This is an optimization exercise on Yosys and OpenROAD, whose aim is small area, not a production implementation.
In this exercise RTL edits were held to simulation tests only and were not proved equivalent to the original.
Power figures rest on the tool's default switching activity, not on a simulated workload.

==> design/flow/design.v <==
package rf_pkg;
  typedef enum logic {RF_IDLE, RF_CLEAR} rf_state_e;
  localparam int RF_DATA_W = 32;
  localparam int RF_ADDR_W = 5;
endpackage
module rf_wcell (
  input  logic q,
  input  logic hold,
  input  logic d,
  input  logic load,
  output logic y
);
  assign y = (q & hold) | (d & load);
endmodule
module rf_aoi222 (
  input  logic a0, b0, a1, b1, a2, b2,
  output logic y
);
  assign y = !((a0 & b0) | (a1 & b1) | (a2 & b2));
endmodule
module rf_nand4 (
  input  logic [3:0] n,
  output logic       y
);
  assign y = !(&n);
endmodule
module rf_tail (
  input  logic [1:0] n,
  input  logic       a0, b0, a1, b1,
  output logic       y
);
  assign y = !(&n) | (a0 & b0) | (a1 & b1);
endmodule
module rf_or3 (
  input  logic [2:0] p,
  output logic       y
);
  assign y = |p;
endmodule
module rf_read_port #(
  parameter int DATA_W   = 32,
  parameter int ADDR_W   = 5,
  parameter int ZERO_REG = 1,
  parameter int BYPASS   = 1
) (
  input  logic [2**ADDR_W-1:0][DATA_W-1:0] regs,
  input  logic [2**ADDR_W-1:0] rd_ok,
  input  logic [2**ADDR_W-1:0] pend_ok,
  input  logic [ADDR_W-1:0]    sel,
  input  logic                 wr_en,
  input  logic [ADDR_W-1:0]    wr_addr,
  input  logic [DATA_W-1:0]    wr_data,
  output logic [DATA_W-1:0]    rd_data,
  output logic                 rd_pend
);
  localparam int DEPTH = 2**ADDR_W;
  logic byp_hit;
  logic [DEPTH-1:0] dec, dsel;
  assign byp_hit = (BYPASS != 0) && wr_en && (wr_addr == sel) && !((ZERO_REG != 0) && (sel == '0));
  always_comb begin
    for (int i = 0; i < DEPTH; i++)
      dec[i] = (sel == ADDR_W'(i)) && !((ZERO_REG != 0) && (i == 0));
    dsel = dec & rd_ok;
  end
  always_comb begin
    rd_pend = 1'b0;
    for (int i = 0; i < DEPTH; i++)
      rd_pend = rd_pend | (dec[i] & pend_ok[i]);
  end
  for (genvar b = 0; b < DATA_W; b++) begin : g_bit
    logic [9:0] n;
    logic [2:0] p;
    for (genvar g = 0; g < 10; g++) begin : g_grp
      rf_aoi222 u_aoi (
        .a0(dsel[3*g+1]), .b0(regs[3*g+1][b]),
        .a1(dsel[3*g+2]), .b1(regs[3*g+2][b]),
        .a2(dsel[3*g+3]), .b2(regs[3*g+3][b]),
        .y (n[g])
      );
    end
    rf_nand4 u_or0 (.n(n[3:0]), .y(p[0]));
    rf_nand4 u_or1 (.n(n[7:4]), .y(p[1]));
    rf_tail  u_or2 (
      .n (n[9:8]),
      .a0(dsel[31]), .b0(regs[31][b]),
      .a1(byp_hit),  .b1(wr_data[b]),
      .y (p[2])
    );
    rf_or3 u_or (.p(p), .y(rd_data[b]));
  end
endmodule
module regfile_mp #(
  parameter int DATA_W   = rf_pkg::RF_DATA_W,
  parameter int ADDR_W   = rf_pkg::RF_ADDR_W,
  parameter int N_RD     = 2,
  parameter int ZERO_REG = 1,
  parameter int BYPASS   = 1
) (
  input  logic                     clk,
  input  logic                     rst_n,
  input  logic                     RegWrite,
  input  logic [ADDR_W-1:0]        write_address,
  input  logic [DATA_W-1:0]        write_data,
  input  logic [N_RD*ADDR_W-1:0]   read_sel,
  output logic [N_RD*DATA_W-1:0]   read_data,
  input  logic                     rsv_en,
  input  logic [ADDR_W-1:0]        rsv_addr,
  output logic [N_RD-1:0]          read_pend,
  input  logic                     clr_req,
  output logic                     busy
);
  localparam int DEPTH = 2**ADDR_W;
  localparam int LO    = (ZERO_REG != 0) ? 1 : 0;
  logic [DEPTH-1:0][DATA_W-1:0] regs, regs_nxt;
  logic [DEPTH-1:0]  valid;
  logic [DEPTH-1:0]  pend;
  logic              state;
  logic [ADDR_W-1:0] cnt;
  logic              wr_en;
  logic [DEPTH-1:0]  wr_hit, wr_hold, rsv_hit, clr_hit, rd_ok, pend_ok;
  assign busy   = state;
  assign wr_en  = RegWrite && !busy;
  always_ff @(posedge clk or negedge rst_n) begin
    if (!rst_n) begin
      state <= 1'b0;
      cnt   <= '0;
    end else begin
      state <= busy ? (cnt != {ADDR_W{1'b1}}) : clr_req;
      cnt   <= busy ? cnt + 1'b1 : '0;
    end
  end
  always_comb begin
    for (int i = 0; i < DEPTH; i++) begin
      wr_hit[i]  = wr_en && (write_address == ADDR_W'(i)) && (i >= LO);
      wr_hold[i] = !wr_hit[i];
      rsv_hit[i] = rsv_en && !busy && (rsv_addr == ADDR_W'(i));
      clr_hit[i] = busy && (cnt == ADDR_W'(i));
      rd_ok[i]   = valid[i] && !wr_hit[i] && (i >= LO);
      pend_ok[i] = pend[i] && !wr_hit[i] && (i >= LO);
    end
  end
  always_ff @(posedge clk or negedge rst_n) begin
    if (!rst_n) begin
      valid <= '0;
      pend  <= '0;
    end else begin
      for (int i = LO; i < DEPTH; i++) begin
        valid[i] <= (valid[i] | wr_hit[i]) & !clr_hit[i];
        pend[i]  <= (rsv_hit[i] | (pend[i] & !wr_hit[i])) & !clr_hit[i];
      end
    end
  end
  for (genvar i = 0; i < DEPTH; i++) begin : g_row
    if (i < LO) begin : g_none
      assign regs_nxt[i] = '0;
    end else begin : g_cells
      for (genvar b = 0; b < DATA_W; b++) begin : g_bit
        rf_wcell u_w (
          .q(regs[i][b]), .hold(wr_hold[i]), .d(write_data[b]), .load(wr_hit[i]),
          .y(regs_nxt[i][b])
        );
      end
    end
  end
  always_ff @(posedge clk) begin
    for (int i = LO; i < DEPTH; i++) regs[i] <= regs_nxt[i];
  end
  for (genvar k = 0; k < N_RD; k++) begin : g_rd
    rf_read_port #(
      .DATA_W(DATA_W), .ADDR_W(ADDR_W), .ZERO_REG(ZERO_REG), .BYPASS(BYPASS)
    ) u_port (
      .regs    (regs),
      .rd_ok   (rd_ok),
      .pend_ok (pend_ok),
      .sel     (read_sel[k*ADDR_W +: ADDR_W]),
      .wr_en   (wr_en),
      .wr_addr (write_address),
      .wr_data (write_data),
      .rd_data (read_data[k*DATA_W +: DATA_W]),
      .rd_pend (read_pend[k])
    );
  end
endmodule
==> design/flow/flow/run.sh <==
#!/bin/bash
# Layout flow: the standard ORFS flow (standard.sh, unchanged synthesis,
# floorplan, power grid and tap cells), with two changes:
#  - each port gets a buffer of the smallest buffer cell (buf_1) instead of
#    the delay cell the resizer picks by default;
#  - the clock tree is built without dummy loads and with larger sink
#    clusters (clkbuf_8 leaf buffers, up to 20 flops each), which keeps the
#    flop clock slews in bounds with far fewer buffers.
set -euo pipefail
export BUFFER_PORTS_ARGS="-buffer_cell sky130_fd_sc_hd__buf_1"
export CTS_ARGS="-sink_clustering_enable -repair_clock_nets -dont_use_dummy_load -sink_clustering_size 20 -sink_clustering_max_diameter 50 -buf_list sky130_fd_sc_hd__clkbuf_8"
bash standard.sh finish > standard.log 2>&1
==> design/flow/standard.sh <==
#!/bin/bash
# synth_recipe.tcl (not shown) runs the flow's synth.tcl, then flattens the netlist and writes it again
# the make line also repeats each setting of config.mk as NAME=value (left out here)
make -C /OpenROAD-flow-scripts/flow DESIGN_CONFIG=/design/flow/config.mk WORK_HOME=/design/flow/orfs CLKGATE_MAP_FILE= SYNTH_SCRIPT=/design/flow/synth_recipe.tcl "${@:-finish}"
==> design/flow/config.mk <==
export PLATFORM = sky130hd
export DESIGN_NAME = regfile_mp
export DESIGN_NICKNAME = regfile_mp
export VERILOG_FILES = /design/flow/design.v
export SDC_FILE = /design/flow/constraint.sdc
export NUM_CORES = 4
export LEC_CHECK = 0
export CAP_MARGIN = 5
export CORE_MARGIN = 2
export CORE_UTILIZATION = 50
export SETUP_SLACK_MARGIN = 0.3
export SLEW_MARGIN = 5
export SYNTH_HIERARCHICAL = 1
==> design/flow/constraint.sdc <==
create_clock -name core_clock -period 7.0 [get_ports {clk}]
set_input_delay 1.4000 -clock core_clock [delete_from_list [all_inputs] [get_ports {clk}]]
set_output_delay 1.4000 -clock core_clock [all_outputs]
set_load 0.01 [all_outputs]
==> impl_metrics.toml, run 1 <==
[yosys]
ys.warnings.count = 72
synth_fp_nets = 3673
syn_inst = 3610
syn_area_per_cell_um2 = 11.7
syn-cell-area_mm2 = 0.0423

[sta]
hold_violations = 0
fin_worst_skew_ns = 0.107
setup_viol = 0
rsz0062_at_grt = "false"
slew_headroom_pct = 20.9
fin_hold_ws_ns = 0.482
worst_pin_slew_ns = 1.17
fin_crit_sh_pct = 94.4
fmax_mhz = 151
layout_min_cycle_time_ns = 6.61
slew_violations = 0
setup_tns_ns = 0

[setup_path]
arrival_ns = 5.21
setup.worst_path.class = "input port to output pin"
worst-path-buf-inv = 2
crit_family = "simple AND/OR/NAND/NOR gates"
worst-path-max-fanout = 32
cp-start-kind = "input port"
crit_required_ns = 5.60
crit_chain = "buf_1, nand4bb_1, nor2_4, nor2b_1, and3_2, a222oi_1, nand3_1, or3_1, buf_1"
cp_slowest_stage_delay_ns = 0.58
end_kind = "output pin"
crit_slowest_cell = "nand4bb_1"
path_common_cell = "buf_1"

[global_route]
top_usage_layer = "met2"
track_usage_pct = 46.1
grt_pass1_wl_mm = 294
use_met3_pct = 13.9
antenna_found_initial = 17
grt_max_degree = 69
met1_usage_pct = 58.6
grt_pass1_vias = 41793
grtUsageMet2_pct = 65.7
grt_overflow = 0

[clocking]
cts_buffers = 114
cts.sinks = 1060
ctsResizeCount = 0
clock_path_buffers = 3
clk_latency_ns = 0.83
root_buffer = "clkbuf_8"
h-tree-depth = 3
tritoncts = "built"
postCtsSetupBuffers = 0
ctsHoldBuffers = 0
clk_pin_slew_ns = 0.06

[cells_and_area]
drive_gt1_share_pct = 10.4
mostFrequentLayoutCells = "a22o_1, dfxtp_1, a222oi_1"
area_growth_pct = 11.4
design_area_mm2 = 0.0471
multi_input_area_mm2 = 0.0204
final_common_cell = "a22o_1"
post-route-util_pct = 56.3
fin_nets = 4043
seqCellArea_mm2 = 0.0216
fillers = 7187

[die]
die_h_um = 295
io_pins = 124
core_mm2 = 0.0837
start_util_pct = 50.5
dieArea_mm2 = 0.0869
row_count = 106
fp.dieW_um = 295

[drt]
drc = 0
dr.pass1.iters = 14
viasPerCell = 8.54
routed_wl_mm = 209
drt-initial-drc-count = 9641
dr_total_vias = 43727
postRouteAntennaNets = 0
post_drt_wl_per_cell_um = 40.8

[placed_design]
gp_congestion = 0.938
dp_hpwl_mm = 124
io_buffers = 123
dpl_cell_area_mm2 = 0.0455

[power_and_ir_drop]
power.density_mw_per_mm2 = 249
p_leak_nw = 17.7
irDropWorstVdd_uv = 197

[run]
maxCapViolCount = 0

[min_path]
hp-class = "flip-flop to flip-flop"

[run_status]
outcome = "complete, no violations"
==> path summary, 6_finish.rpt <==
kind | cells past startpoint | slack [ns] | to | start
setup / recovery | 9 | 0.39 | read_data[43] | write_address[0]
hold / removal | 1 | 0.48 | valid[7]$_DFF_PN0_ | valid[7]$_DFF_PN0_
setup reg to reg | 7 | 3.21 | regs[423]$_DFF_P_ | state$_DFF_PN0_
hold reg to reg | 1 | 0.48 | valid[7]$_DFF_PN0_ | valid[7]$_DFF_PN0_
max in group asynchronous | 2 | 5.45 | valid[25]$_DFF_PN0_ | rst_n
min in group asynchronous | 2 | 0.87 | state$_DFF_PN0_ | rst_n
==> report_power, final <==
group / internal, mW / switching [mW] / total [mW]
logic: 0.546 / 0.676 / 1.22
registers: 6.55 / 0.412 / 6.96
clock network: 1.43 / 2.12 / 3.55
total: 8.53 / 3.21 / 11.7
==> layer usage <==
metal,vias to the layer above,share of wire [%]
li1,17017,-
met1,21465,35
met2,4245,41
met3,982,15
met4,18,8.7
met5,-,0.18
==> cell type report <==
type	count	area share (%)
Clock buffer	114	3.33
Tap cell	1134	3.01
Antenna cell	8	0.0425
Multi-Input combinational cell	2427	43.3
Inverter	72	0.574
Timing Repair Buffer	305	3.94
Sequential cell	1060	45.8
==> state kept, by name (all words and copies together), names as in the netlist <==
register	cells
state	1
pend	31
cnt	5
regs	992
valid	31
==> per-stage QoR <==
stage | power, mW | cells | worst slack [ns]
3_5_place_dp | 8.26 | 4998 | 0.615
4_1_cts | 11.7 | 5112 | 0.605
2_1_floorplan | 7.73 | 3610 | 1.03
6_report | 11.7 | 5120 | 0.394
5_1_grt | 12.1 | 5115 | 0.363
3_3_place_gp | 8.18 | 4998 | 0.703
==> run 2: changes to the inputs <==
--- a/design/flow/design.v
+++ b/design/flow/design.v
@@ -46,5 +46,5 @@
   input  logic [2**ADDR_W-1:0][DATA_W-1:0] regs,
   input  logic [2**ADDR_W-1:0] rd_ok,
-  input  logic [2**ADDR_W-1:0] pend_ok,
+  input  logic [2**ADDR_W-1:0] pend,
   input  logic [ADDR_W-1:0]    sel,
   input  logic                 wr_en,
@@ -66,5 +66,6 @@
     rd_pend = 1'b0;
     for (int i = 0; i < DEPTH; i++)
-      rd_pend = rd_pend | (dec[i] & pend_ok[i]);
+      rd_pend = rd_pend | (dec[i] & pend[i]);
+    rd_pend = rd_pend & !byp_hit;
   end
   for (genvar b = 0; b < DATA_W; b++) begin : g_bit
@@ -118,5 +119,5 @@
   logic [ADDR_W-1:0] cnt;
   logic              wr_en;
-  logic [DEPTH-1:0]  wr_hit, wr_hold, rsv_hit, clr_hit, rd_ok, pend_ok;
+  logic [DEPTH-1:0]  wr_hit, wr_hold, rsv_hit, clr_hit, rd_ok;
   assign busy   = state;
   assign wr_en  = RegWrite && !busy;
@@ -137,5 +138,4 @@
       clr_hit[i] = busy && (cnt == ADDR_W'(i));
       rd_ok[i]   = valid[i] && !wr_hit[i] && (i >= LO);
-      pend_ok[i] = pend[i] && !wr_hit[i] && (i >= LO);
     end
   end
@@ -172,5 +172,5 @@
       .regs    (regs),
       .rd_ok   (rd_ok),
-      .pend_ok (pend_ok),
+      .pend    (pend),
       .sel     (read_sel[k*ADDR_W +: ADDR_W]),
       .wr_en   (wr_en),
==> impl_metrics.toml, run 2 <==
[setup_path]
crit_chain = "buf_1, buf_4, nand4b_1, nor2_4, nor2b_1, and3_1, buf_4, a222oi_1, nand4_1, or3_1, buf_1"
setup.worst_path.class = "input port to output pin"
end_kind = "output pin"
worst-path-max-fanout = 13
cp_slowest_stage_delay_ns = 0.56
cp-start-kind = "input port"
arrival_ns = 5.14
crit_slowest_cell = "or3_1"
crit_required_ns = 5.60
worst-path-buf-inv = 4
crit_family = "simple AND/OR/NAND/NOR gates"

[cells_and_area]
seqCellArea_mm2 = 0.0216
fillers = 7062
multi_input_area_mm2 = 0.0203
final_common_cell = "a22o_1"
fin_nets = 4031
largest_register_ffs = 992
drive_gt1_share_pct = 11.2
mostFrequentLayoutCells = "a22o_1, dfxtp_1, a222oi_1"
top_register = "regs"
largestRegisters = "regs: 992 flops, pend: 31 flops, valid: 31 flops"
area_growth_pct = 12.6

[clocking]
clk_pin_slew_ns = 0.07
clock_path_buffers = 3
h-tree-depth = 3
tritoncts = "built"
cts.sinks = 1060
cts_buffers = 117
clk_latency_ns = 0.82
root_buffer = "clkbuf_8"

[sta]
layout_min_cycle_time_ns = 6.54
fin_worst_skew_ns = 0.0628
setup_viol = 0
fin_crit_sh_pct = 93.5
worst_slack_ns = 0.458
hold_violations = 0
rsz0062_at_grt = "false"
slew_violations = 0
fmax_mhz = 153
setup_tns_ns = 0
slew_headroom_pct = 12.7
worst_pin_slew_ns = 1.31

[power_and_ir_drop]
irDropWorstVdd_uv = 362
power.density_mw_per_mm2 = 248
p_leak_nw = 17.6
p_total_mw = 11.8

[drt]
dr_total_vias = 43725
drc = 0
routed_wl_mm = 210
post_drt_wl_per_cell_um = 41.6
drt-initial-drc-count = 10126
dr.pass1.iters = 14
viasPerCell = 8.65
postRouteAntennaNets = 0

[run]
maxCapViolCount = 0

[placed_design]
io_buffers = 123
dp_hpwl_mm = 128
gp_congestion = 0.967
place_ws_ns = 0.496

[min_path]
hp-class = "flip-flop to flip-flop"

[yosys]
syn_area_per_cell_um2 = 11.8
syn-cell-area_mm2 = 0.0420
synth_fp_nets = 3628
ys.warnings.count = 72
syn_inst = 3565

[die]
fp.dieW_um = 294
row_count = 106
die_h_um = 294
core_mm2 = 0.0834
dieArea_mm2 = 0.0864
io_pins = 124
start_util_pct = 50.4

[global_route]
grt_overflow = 0
grt_max_degree = 69
grt_pass1_wl_mm = 295
grt_pass1_vias = 40851
track_usage_pct = 46.5
antenna_found_initial = 12

[run_status]
outcome = "complete, no violations"
## run 2: stage by stage
step / util [%] / area, um^2 / std cells / hold WS, ns
6_report: 56.7 / 47300 / 5056 / 0.483
5_1_grt: 56.7 / 47300 / 5048 / 0.500
4_1_cts: 56.6 / 47200 / 5044 / 0.484
3_5_place_dp: 54.7 / 45600 / 4927 / 0.470
3_3_place_gp: 54.7 / 45600 / 4927 / 0.462
2_1_floorplan: - / 42000 / 3565 / 0.452
## run 2: cell type report
| cell class | instances | share of cell area [%] |
|---|---|---|
| diodes | 10 | 0.0529 |
| clock buffers | 117 | 3.40 |
| inverters | 41 | 0.325 |
| multi-input cells | 2413 | 42.9 |
| flip-flops and latches | 1060 | 45.6 |
| well taps | 1080 | 2.86 |
| repair buffers | 335 | 4.84 |
## run 2: repair_timing
| action | 4_1_cts | 5_1_grt |
|---|---|---|
| gates resized for setup | 0 | 1 |
| buffers inserted | 0 | 2 |
| setup endpoints to repair | 0 | 9 |
| hold buffers | 0 | 0 |
## run 2: per-layer routing
metal | part of all wire, % | global-route usage [%] | vias to the layer above | routed length (um)
li1 | - | - | 16973 | -
met1 | 36 | 60.6 | 21571 | 75500
met2 | 41 | 66.5 | 4277 | 86500
met3 | 15 | 14.7 | 896 | 32000
met4 | 7.7 | 29.6 | 8 | 16200
met5 | 0.025 | 0 | - | 52
## run 2: power by group
group	total (mW)	switching, mW	internal (mW)
Combinational	1.16	0.622	0.538
Sequential	6.98	0.439	6.55
Clock	3.61	2.14	1.47
## run 2: final timing paths
kind | slack [ns] | startpoint | cells after the start | end
min | 0.48 | valid[30]$_DFF_PN0_ | 1 | valid[30]$_DFF_PN0_
min reg2reg | 0.48 | valid[30]$_DFF_PN0_ | 1 | valid[30]$_DFF_PN0_
min in group asynchronous | 0.80 | rst_n | 2 | valid[6]$_DFF_PN0_
max reg2reg | 2.99 | state$_DFF_PN0_ | 7 | regs[491]$_DFF_P_
max in group asynchronous | 5.49 | rst_n | 2 | pend[11]$_DFF_PN0_
max | 0.46 | write_address[3] | 11 | read_data[35]
==> run 3: changes to the inputs <==
==> design/flow/flow/run.sh (replaced) <==
#!/bin/bash
# Layout flow: the standard ORFS flow (standard.sh: unchanged synthesis,
# floorplan, power grid and tap cells, placement, routing), with two changes:
#  - each port gets a buffer of the smallest buffer cell (buf_1) instead of
#    the delay cell the resizer picks by default;
#  - the clock tree is built without dummy loads, from clkbuf_16 sink buffers
#    (up to 26 flops each, within 60 um) under a small clkbuf_4/clkbuf_8 tree,
#    which keeps every flop's clock slew in bounds with far fewer buffers.
# Each tool's full output goes to the ORFS logs under orfs/logs/ and the make
# output to standard.log.
set -euo pipefail
export BUFFER_PORTS_ARGS="-buffer_cell sky130_fd_sc_hd__buf_1"
export CTS_ARGS="-sink_clustering_enable -repair_clock_nets -dont_use_dummy_load -sink_clustering_size 26 -sink_clustering_max_diameter 60 -sink_clustering_buffer sky130_fd_sc_hd__clkbuf_16 -tree_buf sky130_fd_sc_hd__clkbuf_4 -root_buf sky130_fd_sc_hd__clkbuf_8 -buf_list {sky130_fd_sc_hd__clkbuf_4 sky130_fd_sc_hd__clkbuf_16}"
bash standard.sh finish > standard.log 2>&1
--- a/design/flow/config.mk
+++ b/design/flow/config.mk
@@ -6,8 +6,8 @@
 export NUM_CORES = 4
 export LEC_CHECK = 0
-export CAP_MARGIN = 5
+export CAP_MARGIN = 20
 export CORE_MARGIN = 2
 export CORE_UTILIZATION = 50
-export SETUP_SLACK_MARGIN = 0.3
-export SLEW_MARGIN = 5
+export SETUP_SLACK_MARGIN = 0.4
+export SLEW_MARGIN = 20
 export SYNTH_HIERARCHICAL = 1
==> impl_metrics.toml, run 3 <==
[run_status]
outcome = "complete, no violations"

[global_route]
grt_overflow = 0
grt_pass1_wl_mm = 294
track_usage_pct = 46.3
antenna_found_initial = 13
grt_pass1_vias = 40590
grt_max_degree = 69

[setup_path]
end_kind = "output pin"
arrival_ns = 5.15
crit_required_ns = 5.60
r2r_cells = 7
setup.worst_path.class = "input port to output pin"
r2r_slack_ns = 3.08
cp-start-kind = "input port"
reg2reg_to = "regs[488]$_DFF_P_"
timing.rr.start = "state$_DFF_PN0_"
worst-path-max-fanout = 13

[sta]
setup_tns_ns = 0
setup_viol = 0
fin_hold_ws_ns = 0.481
layout_min_cycle_time_ns = 6.55
fin_crit_sh_pct = 93.6
slew_headroom_pct = 15.2
rsz0062_at_grt = "false"
fmax_mhz = 153
slew_violations = 0
fin_worst_skew_ns = 0.116
worst_slack_ns = 0.446
worst_pin_slew_ns = 1.27
hold_violations = 0

[cells_and_area]
design_area_mm2 = 0.0477
top_register = "regs"
largestRegisters = "regs: 992 flops, pend: 31 flops, valid: 31 flops"
post-route-util_pct = 57.1
final_common_cell = "a22o_1"
fillers = 6986
mostFrequentLayoutCells = "a22o_1, dfxtp_1, a222oi_1"
stdcell_count = 5018
drive_gt1_share_pct = 10.6
area_growth_pct = 13.4
fin_nets = 3998
largest_register_ffs = 992

[min_path]
worstHoldEndpoint = "valid[30]$_DFF_PN0_"
hp-class = "flip-flop to flip-flop"
hp-start = "valid[30]$_DFF_PN0_"
holdPathStages = 1

[clocking]
clk_latency_ns = 0.83
ctsHoldBuffers = 0
clk_pin_slew_ns = 0.05
tritoncts = "built"
root_buffer = "clkbuf_8"
clock_path_buffers = 3
h-tree-depth = 3
cts_buffers = 83
cts.sinks = 1060

[drt]
post_drt_wl_per_cell_um = 41.9
dr.pass1.iters = 14
viasPerCell = 8.66
dr_total_vias = 43472
postRouteAntennaNets = 0
drc = 0
drt-initial-drc-count = 10714
routed_wl_mm = 210

[yosys]
syn-cell-area_mm2 = 0.0420
ys.warnings.count = 72
synth_fp_nets = 3628
syn_area_per_cell_um2 = 11.8
syn_inst = 3565

[placed_design]
place_ws_ns = 0.496
dp.cells = 4927
dpl_cell_area_mm2 = 0.0456
io_buffers = 123
dp_hpwl_mm = 128
gp_congestion = 0.967

[power_and_ir_drop]
internal-power_mw = 9.04
clkPwrFrac_pct = 33.5
swShare_pct = 26.2
power.density_mw_per_mm2 = 257
p_switching_mw = 3.20
p_leak_nw = 17.8
p_comb_share_pct = 9.5
sequentialPowerShare_pct = 57.1
p_total_mw = 12.2
irDropWorstVdd_uv = 366

[die]
row_count = 106
io_pins = 124
dieArea_mm2 = 0.0864
start_util_pct = 50.4
fp.dieW_um = 294
core_mm2 = 0.0834
die_h_um = 294

[run]
maxCapViolCount = 0
-- run 3: metal layers --
| metal | vias to the layer above | share of wire, % | wire length [um] | GRT usage [%] |
|---|---|---|---|---|
| li1 | 16918 | - | - | - |
| met1 | 21405 | 36 | 75500 | 60.2 |
| met2 | 4246 | 41 | 86400 | 66.5 |
| met3 | 887 | 15 | 32300 | 14.6 |
| met4 | 16 | 7.5 | 15800 | 29.2 |
| met5 | - | 0.054 | 114 | 0 |
-- run 3: critical path, cell delays in order --
cell      delay [ns]
buf_1           0.36
buf_4           0.29
nand4b_1        0.51
nor2_4          0.25
nor2b_1         0.08
and3_1          0.34
buf_4           0.33
a222oi_1        0.42
nand4_1         0.40
or3_1           0.57
buf_1           0.17
-- run 3: final cells by class --
cell class | instances | area (um^2) | area share [%]
inverter | 41 | 154 | 0.323
clock buffer | 83 | 1980 | 4.14
antenna | 5 | 12.5 | 0.0262
multi-input combinational | 2413 | 20300 | 42.6
sequential | 1060 | 21600 | 45.2
timing repair buffer | 336 | 2300 | 4.82
tap | 1080 | 1350 | 2.83
-- run 3: worst max-delay path by stage --
stage	start	slack, ns	to	cells after the start
6_report	write_address[3]	0.45	read_data[35]	11
3_5_place_dp	write_address[4]	0.50	read_data[3]	11
4_1_cts	state$_DFF_PN0_	0.44	read_data[3]	10
3_3_place_gp	write_address[4]	0.55	read_data[35]	11
2_1_floorplan	write_address[3]	0.82	read_data[0]	8
5_1_grt	write_address[1]	0.44	read_data[17]	10
-- run 3: repair_timing --
action,in CTS,in global routing
hold endpoints to repair,0,0
setup endpoints to repair,0,19
resized for setup,0,2
buffers inserted,0,3
-- run 3: power groups by stage --
stage / clock network (mW) / logic [mW] / registers, mW
2_1_floorplan: 0 / 0.747 / 6.95
3_3_place_gp: 0 / 1.09 / 7.05
3_5_place_dp: 0 / 1.12 / 7.09
4_1_cts: 4.09 / 1.12 / 6.96
5_1_grt: 4.30 / 1.22 / 7.03
6_report: 4.10 / 1.16 / 6.98

-- port drivers added, routing unchanged --
How much do the figures lean on ideal ports? The routed layouts below were timed once more, with nothing changed but the port constraints.
Step 1: set_driving_cell puts a clkbuf_16 on clk and a buf_2 on each other input, an assumption about the parent block.
Step 2 adds t to the input delays and takes it off the output delays; t is the mean of the earliest and latest rising clock arrival at the registers after step 1. Input paths then give back, and output paths get back, about the clock's delay inside the block.
Three values: ideal, step 1, step 2; two values: the first two.
run | shift t [ns] | setup slack, ns | worst setup path at the end
run 1 | 0.838 | 0.394 / 0.367 / 0.367 | input to output
run 2 | 0.841 | 0.458 / 0.433 / 0.433 | input to output
run 3 | 0.826 | 0.446 / 0.420 / 0.420 | input to output
After both steps every run listed still meets setup and hold. For run 1, which loses most, drivers alone change the setup slack by -0.027 ns; drivers and shift together by -0.027 ns.
